Source: an optimization exercise on an open RTL-to-GDS flow (aim: small area, a short achievable clock period and few clock cycles per item). Production flows keep margins and buffers that such runs may drop. At most, simulation tests tie the RTL to the original design; equivalence was not proved.

==> module fft_mask_mult_pipe, before the edit <==
module fft_mask_mult_pipe (
    input  logic               clk_i,
    input  logic               rst_i,
    input  logic               clr_i,
    input  logic               in_valid_i,
    output logic               in_ready_o,
    input  logic signed [15:0] in_re_i,
    input  logic signed [15:0] in_im_i,
    input  logic signed [15:0] mask_i,
    input  logic               in_last_i,
    output logic               out_valid_o,
    input  logic               out_ready_i,
    output logic signed [15:0] out_re_o,
    output logic signed [15:0] out_im_o,
    output logic [8:0]         out_bin_o,
    output logic               out_last_o,
    output logic               sat_o,
    output logic               frame_err_o
);
    logic        en, accept, last_v;
    logic [8:0]  cnt_q, cnt_d, cnt_inc;
    logic        ferr_q, ferr_d, sat_q, sat_d;
    assign en         = !last_v || out_ready_i;
    assign in_ready_o = en;
    assign accept     = in_valid_i && en;
    assign cnt_inc = cnt_q[8] ? 9'd0 : cnt_q + 9'd1;
    always_comb begin
        cnt_d  = cnt_q;
        ferr_d = ferr_q;
        if (accept) begin
            if (clr_i) begin
                cnt_d = 9'd1;
            end else if (in_last_i && !cnt_q[8]) begin
                ferr_d = 1'b1;
                cnt_d  = 9'd0;
            end else begin
                if (!in_last_i && cnt_q[8]) ferr_d = 1'b1;
                cnt_d = cnt_inc;
            end
        end else if (clr_i) begin
            cnt_d = 9'd0;
        end
        if (clr_i) ferr_d = 1'b0;
    end
    logic        fi_m, fi_re, fi_im;
    assign fi_m  = (mask_i == 16'h8000);
    assign fi_re = fi_m && (in_re_i == 16'h8000);
    assign fi_im = fi_m && (in_im_i == 16'h8000);
    logic [7:0] i_one, i_two, i_neg;
    logic [16:0] i_mext;
    assign i_mext = {mask_i, 1'b0};
    always_comb begin
        for (int i = 0; i < 8; i++) begin
            i_one[i] = i_mext[2*i+1] ^ i_mext[2*i];
            i_two[i] = (i_mext[2*i+2] & ~i_mext[2*i+1] & ~i_mext[2*i]) |
                        (~i_mext[2*i+2] & i_mext[2*i+1] & i_mext[2*i]);
            i_neg[i] = i_mext[2*i+2];
        end
    end
    logic        a_v_q, a_z_q, a_ovf_q;
    logic [15:0] a_re_q, a_im_q;
    logic [7:0]  a_one_q, a_two_q, a_neg_q;
    always_ff @(posedge clk_i) begin
        if (en) begin
            a_re_q  <= {in_re_i[15:1], in_re_i[0] | fi_re};
            a_im_q  <= {in_im_i[15:1], in_im_i[0] | fi_im};
            a_ovf_q <= fi_re || fi_im;
            a_z_q   <= clr_i || (cnt_q == 9'd0);
            a_one_q <= i_one;
            a_two_q <= i_two;
            a_neg_q <= i_neg;
        end
    end
    logic [7:0] t_one, t_two, t_neg;
    assign t_one = a_one_q;
    assign t_two = a_two_q;
    assign t_neg = a_neg_q;
    logic [21:0] re_ha, re_hb, re_hc, im_ha, im_hb, im_hc;
    logic [0:0] re_lc, im_lc;
    assign re_hc = '0;
    assign im_hc = '0;
    fft_mm_tree u_re (.x(a_re_q), .one(t_one), .two(t_two), .neg(t_neg),
                      .hi_a(re_ha), .hi_b(re_hb), .lo_c(re_lc));
    fft_mm_tree u_im (.x(a_im_q), .one(t_one), .two(t_two), .neg(t_neg),
                      .hi_a(im_ha), .hi_b(im_hb), .lo_c(im_lc));
    logic [21:0] b_re_a, b_re_b, b_re_x, b_im_a, b_im_b, b_im_x;
    logic [0:0] b_re_c, b_im_c;
    logic        b_v_q, b_z_q, b_ovf_q;
    always_ff @(posedge clk_i) begin
        if (en) begin
            b_re_a  <= re_ha;
            b_re_b  <= re_hb;
            b_re_x  <= re_hc;
            b_re_c  <= re_lc;
            b_im_a  <= im_ha;
            b_im_b  <= im_hb;
            b_im_x  <= im_hc;
            b_im_c  <= im_lc;
            b_ovf_q <= a_ovf_q;
            b_z_q   <= a_z_q;
        end
    end
    logic [21:0] s_re, s_im;
    logic [15:0] r_re, r_im;
    fft_mm_cpa u_cpa_re (.a(b_re_a), .b(b_re_b), .ci(b_re_c[0]), .s(r_re));
    fft_mm_cpa u_cpa_im (.a(b_im_a), .b(b_im_b), .ci(b_im_c[0]), .s(r_im));
    logic [15:0] o_re_q, o_im_q;
    logic [8:0]  o_bin_q;
    logic        o_v_q;
    always_ff @(posedge clk_i) begin
        if (en) begin
            o_re_q <= r_re;
            o_im_q <= r_im;
        end
        if (en && b_v_q) begin
            o_bin_q <= b_z_q ? 9'd0 : (o_bin_q[8] ? 9'd0 : o_bin_q + 9'd1);
        end
    end
    assign last_v      = o_v_q;
    assign out_re_o    = o_re_q;
    assign out_im_o    = o_im_q;
    assign out_bin_o   = o_bin_q;
    assign out_last_o  = o_bin_q[8];
    always_comb begin
        sat_d = sat_q;
        if (en && b_v_q && b_ovf_q) sat_d = 1'b1;
        if (clr_i) sat_d = 1'b0;
    end
    always_ff @(posedge clk_i or posedge rst_i) begin
        if (rst_i) begin
            a_v_q <= 1'b0;
            b_v_q <= 1'b0;
            o_v_q <= 1'b0;
            cnt_q  <= 9'd0;
            ferr_q <= 1'b0;
            sat_q  <= 1'b0;
        end else begin
            if (en) begin
                a_v_q <= in_valid_i;
                b_v_q <= a_v_q;
                o_v_q <= b_v_q;
            end
            cnt_q  <= cnt_d;
            ferr_q <= ferr_d;
            sat_q  <= sat_d;
        end
    end
    assign out_valid_o = last_v;
    assign sat_o       = sat_q;
    assign frame_err_o = ferr_q;
endmodule
export LEC_CHECK = 0
export ABC_AREA = 1
export CAP_MARGIN = 20
export CORE_MARGIN = 2
export CORE_UTILIZATION = 40
export CTS_BUF_LIST = sky130_fd_sc_hd__clkbuf_16 sky130_fd_sc_hd__clkbuf_8
export CTS_CLUSTER_DIAMETER = 100
export CTS_CLUSTER_SIZE = 30
export SETUP_SLACK_MARGIN = 3.5
export SLEW_MARGIN = 20
export TNS_END_PERCENT = 20
create_clock -name core_clock -period 7.0 [get_ports {clk_i}]
standard.sh (not shown) runs the stock make flow with config.mk's settings and CLKGATE_MAP_FILE= SYNTH_SCRIPT=/design/flow/synth_recipe.tcl, a recipe that flattens the netlist after the stock synthesis.
==> flow/flow/run.sh <==
#!/bin/bash
# Own layout flow: the standard flow, with two changes.
#  1. After the standard synthesis, flow/fixpol.py re-chooses the polarity of
#     full-adder, xor and De Morgan-dual cells so fewer inverters remain, and
#     dissolves synthesis buffers (the placer re-buffers); the netlist's
#     function, registers and ports are unchanged.
#  2. Ports are buffered with buf_1 cells (BUFFER_PORTS_ARGS) instead of the
#     default pick.
# Each tool's full output goes to a log file in this folder.
set -euo pipefail
R=orfs/results/sky130hd/fft_mask_mult_pipe/base
export BUFFER_PORTS_ARGS="-buffer_cell sky130_fd_sc_hd__buf_1"
bash standard.sh synth > synth.log 2>&1
cp $R/1_2_yosys.v 1_2_yosys_standard.v
python3 flow/fixpol.py $FLOW_HOME/platforms/sky130hd/lib/sky130_fd_sc_hd__tt_025C_1v80.lib $R/1_2_yosys.v 0.5 > fixpol.log 2>&1
rm -f $R/1_synth.odb $R/1_synth.sdc
bash standard.sh synth > synth_odb.log 2>&1
bash standard.sh finish > finish.log 2>&1
Other scripts of this flow, unchanged in this note and not shown: flow/flow/fixpol.py
Testbench counts at the start, summed over its fixed seeds: cycles 32,920, items 32,896.
Rerun with:
--- a/flow/design.v
+++ b/flow/design.v
@@ -972,7 +972,7 @@
     logic [15:0] a_re_q, a_im_q;
     logic [7:0]  a_one_q, a_two_q, a_neg_q;
     always_ff @(posedge clk_i) begin
-        if (en) begin
+        if (accept) begin
             a_re_q  <= {in_re_i[15:1], in_re_i[0] | fi_re};
             a_im_q  <= {in_im_i[15:1], in_im_i[0] | fi_im};
             a_ovf_q <= fi_re || fi_im;
@@ -998,7 +998,7 @@
     logic [0:0] b_re_c, b_im_c;
     logic        b_v_q, b_z_q, b_ovf_q;
     always_ff @(posedge clk_i) begin
-        if (en) begin
+        if (en && a_v_q) begin
             b_re_a  <= re_ha;
             b_re_b  <= re_hb;
             b_re_x  <= re_hc;
@@ -1019,7 +1019,7 @@
     logic [8:0]  o_bin_q;
     logic        o_v_q;
     always_ff @(posedge clk_i) begin
-        if (en) begin
+        if (en && b_v_q) begin
             o_re_q <= r_re;
             o_im_q <= r_im;
         end
Result:
- core utilization falls by 0.38 points
- cell area falls by about 0.6%
- final cell count falls by 0.40%
- count of clock-buffer cells in the layout is unchanged
- setup slack gains 0.032 ns
- fmax rises by about 0.9%
- sequential share of layout area rises by 0.19 points
Testbench counts after the change, summed over its fixed seeds: cycles 32,920, items 32,896.

---

## v6
fft_mask_mult_pipe, a different RTL version from the one above (not shown whole).
For scale: roughly 150 flip-flops, ~100 I/O pins, about 0.017 sq mm of cells after synthesis.
==> module fft_mask_mult_pipe, before the edit <==
module fft_mask_mult_pipe (
    input  logic               clk_i,
    input  logic               rst_i,
    input  logic               clr_i,
    input  logic               in_valid_i,
    output logic               in_ready_o,
    input  logic signed [15:0] in_re_i,
    input  logic signed [15:0] in_im_i,
    input  logic signed [15:0] mask_i,
    input  logic               in_last_i,
    output logic               out_valid_o,
    input  logic               out_ready_i,
    output logic signed [15:0] out_re_o,
    output logic signed [15:0] out_im_o,
    output logic [8:0]         out_bin_o,
    output logic               out_last_o,
    output logic               sat_o,
    output logic               frame_err_o
);
    logic        en, accept, last_v;
    logic [8:0]  cnt_q, cnt_d, cnt_inc;
    logic        ferr_q, ferr_d, sat_q, sat_d;
    assign en         = !last_v || out_ready_i;
    assign in_ready_o = en;
    assign accept     = in_valid_i && en;
    assign cnt_inc = cnt_q[8] ? 9'd0 : cnt_q + 9'd1;
    always_comb begin
        cnt_d  = cnt_q;
        ferr_d = ferr_q;
        if (accept) begin
            if (clr_i) begin
                cnt_d = 9'd1;
            end else if (in_last_i && !cnt_q[8]) begin
                ferr_d = 1'b1;
                cnt_d  = 9'd0;
            end else begin
                if (!in_last_i && cnt_q[8]) ferr_d = 1'b1;
                cnt_d = cnt_inc;
            end
        end else if (clr_i) begin
            cnt_d = 9'd0;
        end
        if (clr_i) ferr_d = 1'b0;
    end
    logic        fi_m, fi_re, fi_im;
    assign fi_m  = (mask_i == 16'h8000);
    assign fi_re = fi_m && (in_re_i == 16'h8000);
    assign fi_im = fi_m && (in_im_i == 16'h8000);
    logic [7:0] i_one, i_two, i_neg;
    logic [16:0] i_mext;
    assign i_mext = {mask_i, 1'b0};
    always_comb begin
        for (int i = 0; i < 8; i++) begin
            i_one[i] = i_mext[2*i+1] ^ i_mext[2*i];
            i_two[i] = (i_mext[2*i+2] & ~i_mext[2*i+1] & ~i_mext[2*i]) |
                        (~i_mext[2*i+2] & i_mext[2*i+1] & i_mext[2*i]);
            i_neg[i] = i_mext[2*i+2];
        end
    end
    logic        a_v_q, a_z_q, a_ovf_q;
    logic [15:0] a_re_q, a_im_q;
    logic [7:0]  a_one_q, a_two_q, a_neg_q;
    always_ff @(posedge clk_i) begin
        if (en) begin
            a_re_q  <= {in_re_i[15:1], in_re_i[0] | fi_re};
            a_im_q  <= {in_im_i[15:1], in_im_i[0] | fi_im};
            a_ovf_q <= fi_re || fi_im;
            a_z_q   <= clr_i || (cnt_q == 9'd0);
            a_one_q <= i_one;
            a_two_q <= i_two;
            a_neg_q <= i_neg;
        end
    end
    logic [7:0] t_one, t_two, t_neg;
    assign t_one = a_one_q;
    assign t_two = a_two_q;
    assign t_neg = a_neg_q;
    logic [15:0] re_ha, re_hb, im_ha, im_hb;
    logic        re_lc, im_lc;
    fft_mm_tree u_re (.x(a_re_q), .one(t_one), .two(t_two), .neg(t_neg),
                      .hi_a(re_ha), .hi_b(re_hb), .lo_c(re_lc));
    fft_mm_tree u_im (.x(a_im_q), .one(t_one), .two(t_two), .neg(t_neg),
                      .hi_a(im_ha), .hi_b(im_hb), .lo_c(im_lc));
    logic [15:0] b_re_a, b_re_b, b_im_a, b_im_b;
    logic        b_re_c, b_im_c, b_v_q, b_z_q, b_ovf_q;
    always_ff @(posedge clk_i) begin
        if (en) begin
            b_re_a  <= re_ha;
            b_re_b  <= re_hb;
            b_re_c  <= re_lc;
            b_im_a  <= im_ha;
            b_im_b  <= im_hb;
            b_im_c  <= im_lc;
            b_ovf_q <= a_ovf_q;
            b_z_q   <= a_z_q;
        end
    end
    logic [15:0] r_re, r_im;
    assign r_re = b_re_a + b_re_b + {15'd0, b_re_c};
    assign r_im = b_im_a + b_im_b + {15'd0, b_im_c};
    logic [8:0]  b_bin_q;
    always_ff @(posedge clk_i) begin
        if (en && a_v_q) begin
            b_bin_q <= a_z_q ? 9'd0 : (b_bin_q[8] ? 9'd0 : b_bin_q + 9'd1);
        end
    end
    assign last_v      = b_v_q;
    assign out_re_o    = r_re;
    assign out_im_o    = r_im;
    assign out_bin_o   = b_bin_q;
    assign out_last_o  = b_bin_q[8];
    always_comb begin
        sat_d = sat_q;
        if (en && a_v_q && a_ovf_q) sat_d = 1'b1;
        if (clr_i) sat_d = 1'b0;
    end
    always_ff @(posedge clk_i or posedge rst_i) begin
        if (rst_i) begin
            a_v_q <= 1'b0;
            b_v_q <= 1'b0;
            cnt_q  <= 9'd0;
            ferr_q <= 1'b0;
            sat_q  <= 1'b0;
        end else begin
            if (en) begin
                a_v_q <= in_valid_i;
                b_v_q <= a_v_q;
            end
            cnt_q  <= cnt_d;
            ferr_q <= ferr_d;
            sat_q  <= sat_d;
        end
    end
    assign out_valid_o = last_v;
    assign sat_o       = sat_q;
    assign frame_err_o = ferr_q;
endmodule
==> flow/config.mk <==
export PLATFORM = sky130hd
export DESIGN_NAME = fft_mask_mult_pipe
export DESIGN_NICKNAME = fft_mask_mult_pipe
export VERILOG_FILES = /design/flow/design.v
export SDC_FILE = /design/flow/constraint.sdc
export NUM_CORES = 4
export LEC_CHECK = 0
export ABC_AREA = 1
export CAP_MARGIN = 20
export CORE_MARGIN = 2
export CORE_UTILIZATION = 40
export SETUP_SLACK_MARGIN = 3.6
export SLEW_MARGIN = 20
==> flow/constraint.sdc <==
create_clock -name core_clock -period 7.0 [get_ports {clk_i}]
set_input_delay 1.4000 -clock core_clock [delete_from_list [all_inputs] [get_ports {clk_i}]]
set_output_delay 1.4000 -clock core_clock [all_outputs]
set_load 0.01 [all_outputs]
run.sh (not shown) runs the stock make flow with config.mk's settings and CLKGATE_MAP_FILE= SYNTH_SCRIPT=/design/flow/synth_recipe.tcl, a recipe that flattens the netlist after the stock synthesis.
Stock flow here: none of the scripts above is used.
Here is what was changed in the inputs of v7 compared with v6.
--- a/flow/design.v
+++ b/flow/design.v
@@ -838,26 +838,33 @@
     logic [15:0] r_re, r_im;
     assign r_re = b_re_a + b_re_b + {15'd0, b_re_c};
     assign r_im = b_im_a + b_im_b + {15'd0, b_im_c};
-    logic [8:0]  b_bin_q;
+    logic [15:0] o_re_q, o_im_q;
+    logic [8:0]  o_bin_q;
+    logic        o_v_q;
     always_ff @(posedge clk_i) begin
-        if (en && a_v_q) begin
-            b_bin_q <= a_z_q ? 9'd0 : (b_bin_q[8] ? 9'd0 : b_bin_q + 9'd1);
+        if (en) begin
+            o_re_q <= r_re;
+            o_im_q <= r_im;
+        end
+        if (en && b_v_q) begin
+            o_bin_q <= b_z_q ? 9'd0 : (o_bin_q[8] ? 9'd0 : o_bin_q + 9'd1);
         end
     end
-    assign last_v      = b_v_q;
-    assign out_re_o    = r_re;
-    assign out_im_o    = r_im;
-    assign out_bin_o   = b_bin_q;
-    assign out_last_o  = b_bin_q[8];
+    assign last_v      = o_v_q;
+    assign out_re_o    = o_re_q;
+    assign out_im_o    = o_im_q;
+    assign out_bin_o   = o_bin_q;
+    assign out_last_o  = o_bin_q[8];
     always_comb begin
         sat_d = sat_q;
-        if (en && a_v_q && a_ovf_q) sat_d = 1'b1;
+        if (en && b_v_q && b_ovf_q) sat_d = 1'b1;
         if (clr_i) sat_d = 1'b0;
     end
     always_ff @(posedge clk_i or posedge rst_i) begin
         if (rst_i) begin
             a_v_q <= 1'b0;
             b_v_q <= 1'b0;
+            o_v_q <= 1'b0;
             cnt_q  <= 9'd0;
             ferr_q <= 1'b0;
             sat_q  <= 1'b0;
@@ -865,6 +872,7 @@
             if (en) begin
                 a_v_q <= in_valid_i;
                 b_v_q <= a_v_q;
+                o_v_q <= b_v_q;
             end
             cnt_q  <= cnt_d;
             ferr_q <= ferr_d;
--- outcome ---
v7: full flow OK, the timing, DRC and antenna checks passed. Against v6, v7 comes in 2.9 points lower on met1 layer usage reported by global route. Diff v6 -> v7 | number of synthesized flops with an enable pin | increase of about 26%. v7 against v6: count of clock buffers in the final design fell 1; sequential share of layout area increased 3.9 points; global-route usage now smaller.
Testbench counts of v7, summed over its fixed seeds: cycles 32,920, items 32,896.
The RTL of v6 was laid out without a check of its function.

-- static timing again, ports no longer ideal --
How much do the figures lean on ideal ports? The routed layouts below were timed once more, with nothing changed but the port constraints. Step 1 sets driving cells, clkbuf_16 on the clock port and buf_2 on the other inputs (assumed; they add their load-dependent delay and slew). Step 2 moves the port delays by t, midway between the first and last clock arrival at a register: inputs arrive t later, outputs are due t later. That takes back most of the time a late clock gives input paths. Slacks: ideal / step 1 / step 2; pairs: ideal / step 1.
run | t, ns | slack for setup (ns) | worst slew at a driven data input, ns
the first run of note 1 | 0.561 | 3.516 / 3.495 / 3.495 | 0.04
the second run of note 1 | 0.574 | 3.547 / 3.547 / 3.547 | 0.06
v6 | 0.496 | 2.913 / 2.913 / 2.913 | 0.05
v7 | 0.525 | 3.056 / 3.056 / 3.056 | 0.06
After both steps every run listed still meets setup and hold. For the first run of note 1, which loses most, drivers alone change the setup slack by -0.021 ns; drivers and shift together by -0.021 ns.
